Background: an optimization exercise with open tools, aiming at small area and few clock cycles. Do not read the settings as production practice.
In this exercise RTL edits were held to simulation tests only and were not proved equivalent to the original.
Power and IR drop assume default switching activity.

## pipeline_cpu
module pipeline_cpu (
    input  logic clk,
    input  logic rst,
    output cpu_pkg::word_t imem_addr,
    input  cpu_pkg::word_t imem_data,
    output logic retire_valid,
    output cpu_pkg::word_t retire_pc,
    output cpu_pkg::reg_addr_t retire_rd,
    output cpu_pkg::word_t retire_data,
    output logic retire_illegal
);
    logic [29:0] pc_q;             
    cpu_pkg::word_t pc;
    logic [29:0] pc_inc;
    cpu_pkg::word_t instr;
    logic [6:0] opcode;
    logic [2:0] funct3;
    logic [4:0] rd, rs1_addr, rs2_addr;
    logic is_imm, is_reg, is_lui, is_auipc, is_jal, is_branch, is_alu;
    logic writes, illegal, sub;
    cpu_pkg::word_t imm_i, imm_u, imm_b, imm_j;
    assign pc = {pc_q, 2'b00};
    assign imem_addr = pc;
    assign pc_inc = pc_q + 30'd1;
    assign instr = imem_data;
    assign opcode = instr[6:0];
    assign rd = instr[11:7];
    assign funct3 = instr[14:12];
    assign rs1_addr = instr[19:15];
    assign rs2_addr = instr[24:20];
    assign is_imm = opcode == cpu_pkg::op_imm;
    assign is_reg = opcode == cpu_pkg::op_reg;
    assign is_lui = opcode == cpu_pkg::op_lui;
    assign is_auipc = opcode == cpu_pkg::op_auipc;
    assign is_jal = opcode == cpu_pkg::op_jal;
    assign is_branch = opcode == cpu_pkg::op_branch;
    assign is_alu = is_imm || is_reg;
    assign illegal = !(is_alu || is_lui || is_auipc || is_jal || is_branch);
    assign writes = (is_alu || is_lui || is_auipc || is_jal) && rd != 5'd0;
    assign imm_i = {{20{instr[31]}}, instr[31:20]};
    assign imm_u = {instr[31:12], 12'b0};
    assign imm_b = {{19{instr[31]}}, instr[31], instr[7], instr[30:25], instr[11:8], 1'b0};
    assign imm_j = {{11{instr[31]}}, instr[31], instr[19:12], instr[20], instr[30:21], 1'b0};
    cpu_pkg::word_t regs [1:31];
  ...
For scale: ~3500 cells after synthesis, roughly 51000 sq um of cells after synthesis.
==> flow/config.mk <==
export PLATFORM = sky130hd
export DESIGN_NAME = pipeline_cpu
export DESIGN_NICKNAME = pipeline_cpu
export VERILOG_FILES = /design/flow/design.v
export SDC_FILE = /design/flow/constraint.sdc
export NUM_CORES = 4
export LEC_CHECK = 0
export CAP_MARGIN = 20
export CORE_MARGIN = 2
export CORE_UTILIZATION = 50
export SETUP_SLACK_MARGIN = 0.3
export SLEW_MARGIN = 20
export SYNTH_HIERARCHICAL = 1
==> flow/constraint.sdc <==
create_clock -name core_clock -period 8.5 [get_ports {clk}]
set_input_delay 1.7000 -clock core_clock [delete_from_list [all_inputs] [get_ports {clk}]]
set_output_delay 1.7000 -clock core_clock [all_outputs]
set_load 0.01 [all_outputs]
run.sh (not shown) runs the stock make flow with config.mk's settings and CLKGATE_MAP_FILE= SYNTH_SCRIPT=/design/flow/synth_recipe.tcl, a recipe that flattens the netlist after the stock synthesis.
Testbench counts at the start, summed over its fixed seeds: cycles 80,008.
Then changed:
- CTS_CLUSTER_DIAMETER: not set -> 100
- CTS_CLUSTER_SIZE: not set -> 30
After rerunning: Utilization goes down by 1.9 points. Routed wire length is lower by 0.77%. Power decreases by 15%. First-iteration DRC count rose by 1.3%. Via count goes down by 1.1%.
Then changed:
- CTS_CLUSTER_DIAMETER: 100 -> not set
- CTS_CLUSTER_SIZE: 30 -> not set
- SETUP_SLACK_MARGIN: 0.3 -> 0.15
After rerunning: The new run completed with no timing, DRC or antenna violations; synthesized cell count does not change; setup slack gains 0.39 ns; wire length climbs by 3.1%; sequential share of layout area drops by 1.7 points; cell count climbs by 2.3%.

---

Another version of the RTL of pipeline_cpu (not shown whole).
For scale: about 4,300 cells after synthesis, roughly 140 I/O pins, ~48,000 µm² of cells after synthesis.
==> flow/design.v (excerpt) <==
module pipeline_cpu (
    input  logic clk,
    input  logic rst,
    output cpu_pkg::word_t imem_addr,
    input  cpu_pkg::word_t imem_data,
    output logic retire_valid,
    output cpu_pkg::word_t retire_pc,
    output cpu_pkg::reg_addr_t retire_rd,
    output cpu_pkg::word_t retire_data,
    output logic retire_illegal
);
Settings: LEC_CHECK=0, CAP_MARGIN=20, CELL_PAD_IN_SITES_DETAIL_PLACEMENT=1, CORE_MARGIN=2, CORE_UTILIZATION=45, CTS_CLUSTER_DIAMETER=100, CTS_CLUSTER_SIZE=30, SETUP_SLACK_MARGIN=0.3, SLEW_MARGIN=20, SYNTH_HIERARCHICAL=1; clock period 8.5 ns.
standard.sh (not shown) runs the stock make flow with config.mk's settings and CLKGATE_MAP_FILE= SYNTH_SCRIPT=/design/flow/synth_recipe.tcl, a recipe that flattens the netlist after the stock synthesis.
==> flow/flow/run.sh <==
#!/bin/bash
set -euo pipefail
bash standard.sh "BUFFER_PORTS_ARGS=-buffer_cell sky130_fd_sc_hd__buf_1" finish > standard.log 2>&1
The starting point finished clean.
Testbench counts at the start, summed over its fixed seeds: cycles 80,008.
==> next run, changes <==
Settings changed: CTS_CLUSTER_DIAMETER 100 to 90, CTS_CLUSTER_SIZE 30 to 25.
The new run went through all stages and came out clean.
Sequential cell count stays the same.
Total power increases by 1.9%.
Die area stays the same.
Setup slack improves by 0.10 ns.
Cell area is about the same.
Hold slack hardly moves.
==> next run, changes <==
==> flow/run.sh (new file) <==
#!/bin/bash
# synth_recipe.tcl (not shown) runs the flow's synth.tcl, then flattens the netlist and writes it again
# the make line also repeats each setting of config.mk as NAME=value (left out here)
make -C /OpenROAD-flow-scripts/flow DESIGN_CONFIG=/design/flow/config.mk WORK_HOME=/design/flow/orfs CLKGATE_MAP_FILE= SYNTH_SCRIPT=/design/flow/synth_recipe.tcl finish
Settings changed: CELL_PAD_IN_SITES_DETAIL_PLACEMENT 1 to unset.
removed: flow/flow/run.sh
removed: flow/standard.sh
Power hardly moves.
Synthesized area does not change.
Utilization grows by 1.1 points.
Die area is unchanged.
Register-to-register slack got worse by 0.10 ns.
Sequential share of layout area shrinks by 0.82 points.

---

pipeline_cpu, a different RTL version from the one above (not shown whole).
For scale: ~3200 cells after synthesis, about 140 I/O pins, ~49000 µm² of cells after synthesis.
Settings: LEC_CHECK=0, CAP_MARGIN=20, CORE_MARGIN=2, CORE_UTILIZATION=45, CTS_CLUSTER_DIAMETER=90, CTS_CLUSTER_SIZE=25, SETUP_SLACK_MARGIN=0.3, SLEW_MARGIN=20, SYNTH_HIERARCHICAL=1; clock period 8.5 ns.
run.sh (not shown) runs the stock make flow with config.mk's settings and CLKGATE_MAP_FILE= SYNTH_SCRIPT=/design/flow/synth_recipe.tcl, a recipe that flattens the netlist after the stock synthesis.
Stock flow here: none of the scripts above is used.
The first run went through all stages and came out clean.
Testbench counts at the start, summed over its fixed seeds: cycles 80,008.
Rerun with:
==> flow/flow/run.sh (new file) <==
#!/bin/bash
set -euo pipefail
bash standard.sh "BUFFER_PORTS_ARGS=-buffer_cell sky130_fd_sc_hd__buf_1" finish > standard.log 2>&1
==> flow/standard.sh (new file) <==
#!/bin/bash
# synth_recipe.tcl (not shown) runs the flow's synth.tcl, then flattens the netlist and writes it again
# the make line also repeats each setting of config.mk as NAME=value (left out here)
make -C /OpenROAD-flow-scripts/flow DESIGN_CONFIG=/design/flow/config.mk WORK_HOME=/design/flow/orfs CLKGATE_MAP_FILE= SYNTH_SCRIPT=/design/flow/synth_recipe.tcl "${@:-finish}"
CELL_PAD_IN_SITES_DETAIL_PLACEMENT = 1   (was default)
removed: flow/run.sh
The new run passed the timing, design-rule and antenna checks.
Final cell count went down by 0.39%.
First-iteration DRC count falls by 10%.
Power went up by 2.3%.
Die area stays the same.

[static timing again, ports no longer ideal]
How much do the figures lean on ideal ports? The routed layouts below were timed once more, with nothing changed but the port constraints. Step 1 (the two cells are an assumption about what drives the block):
set clk [get_ports {clk}]
set_driving_cell -lib_cell sky130_fd_sc_hd__clkbuf_16 $clk
set_driving_cell -lib_cell sky130_fd_sc_hd__buf_2 [delete_from_list [all_inputs] $clk]
Step 2 times the ports against the registers' clock, not the clock port: input delays grow and output delays shrink by t, the midpoint of the rising clock arrivals with the driver on. Three values: no drivers, after step 1, after step 2; two values: the first two.
| run | t (ns) | slack for setup (ns) | worst setup path at the end |
|---|---|---|---|
| the first run of note 1 | 0.776 | 0.452 / 0.498 / -0.278 | input to register |
| the second run of note 1 | 0.772 | 0.439 / 0.486 / -0.286 | input to register |
| the third run of note 1 | 0.794 | 0.831 / 0.866 / 0.072 | input to register |
| the first run of note 2 | 0.789 | 0.842 / 0.819 / 0.030 | input to register |
| the second run of note 2 | 0.800 | 0.947 / 0.923 / 0.123 | input to register |
| the third run of note 2 | 0.786 | 0.684 / 0.662 / -0.124 | input to register |
| the first run of note 3 | 0.785 | 0.957 / 0.998 / 0.213 | input to register |
| the second run of note 3 | 0.774 | 0.863 / 0.891 / 0.116 | input to register |
Met with ideal ports but missed after step 2: setup timing in the first run of note 1, the second run of note 1 and the third run of note 2. The setup slack of the second run of note 2, which loses most, moves by -0.024 ns with the drivers and by -0.824 ns with both steps.
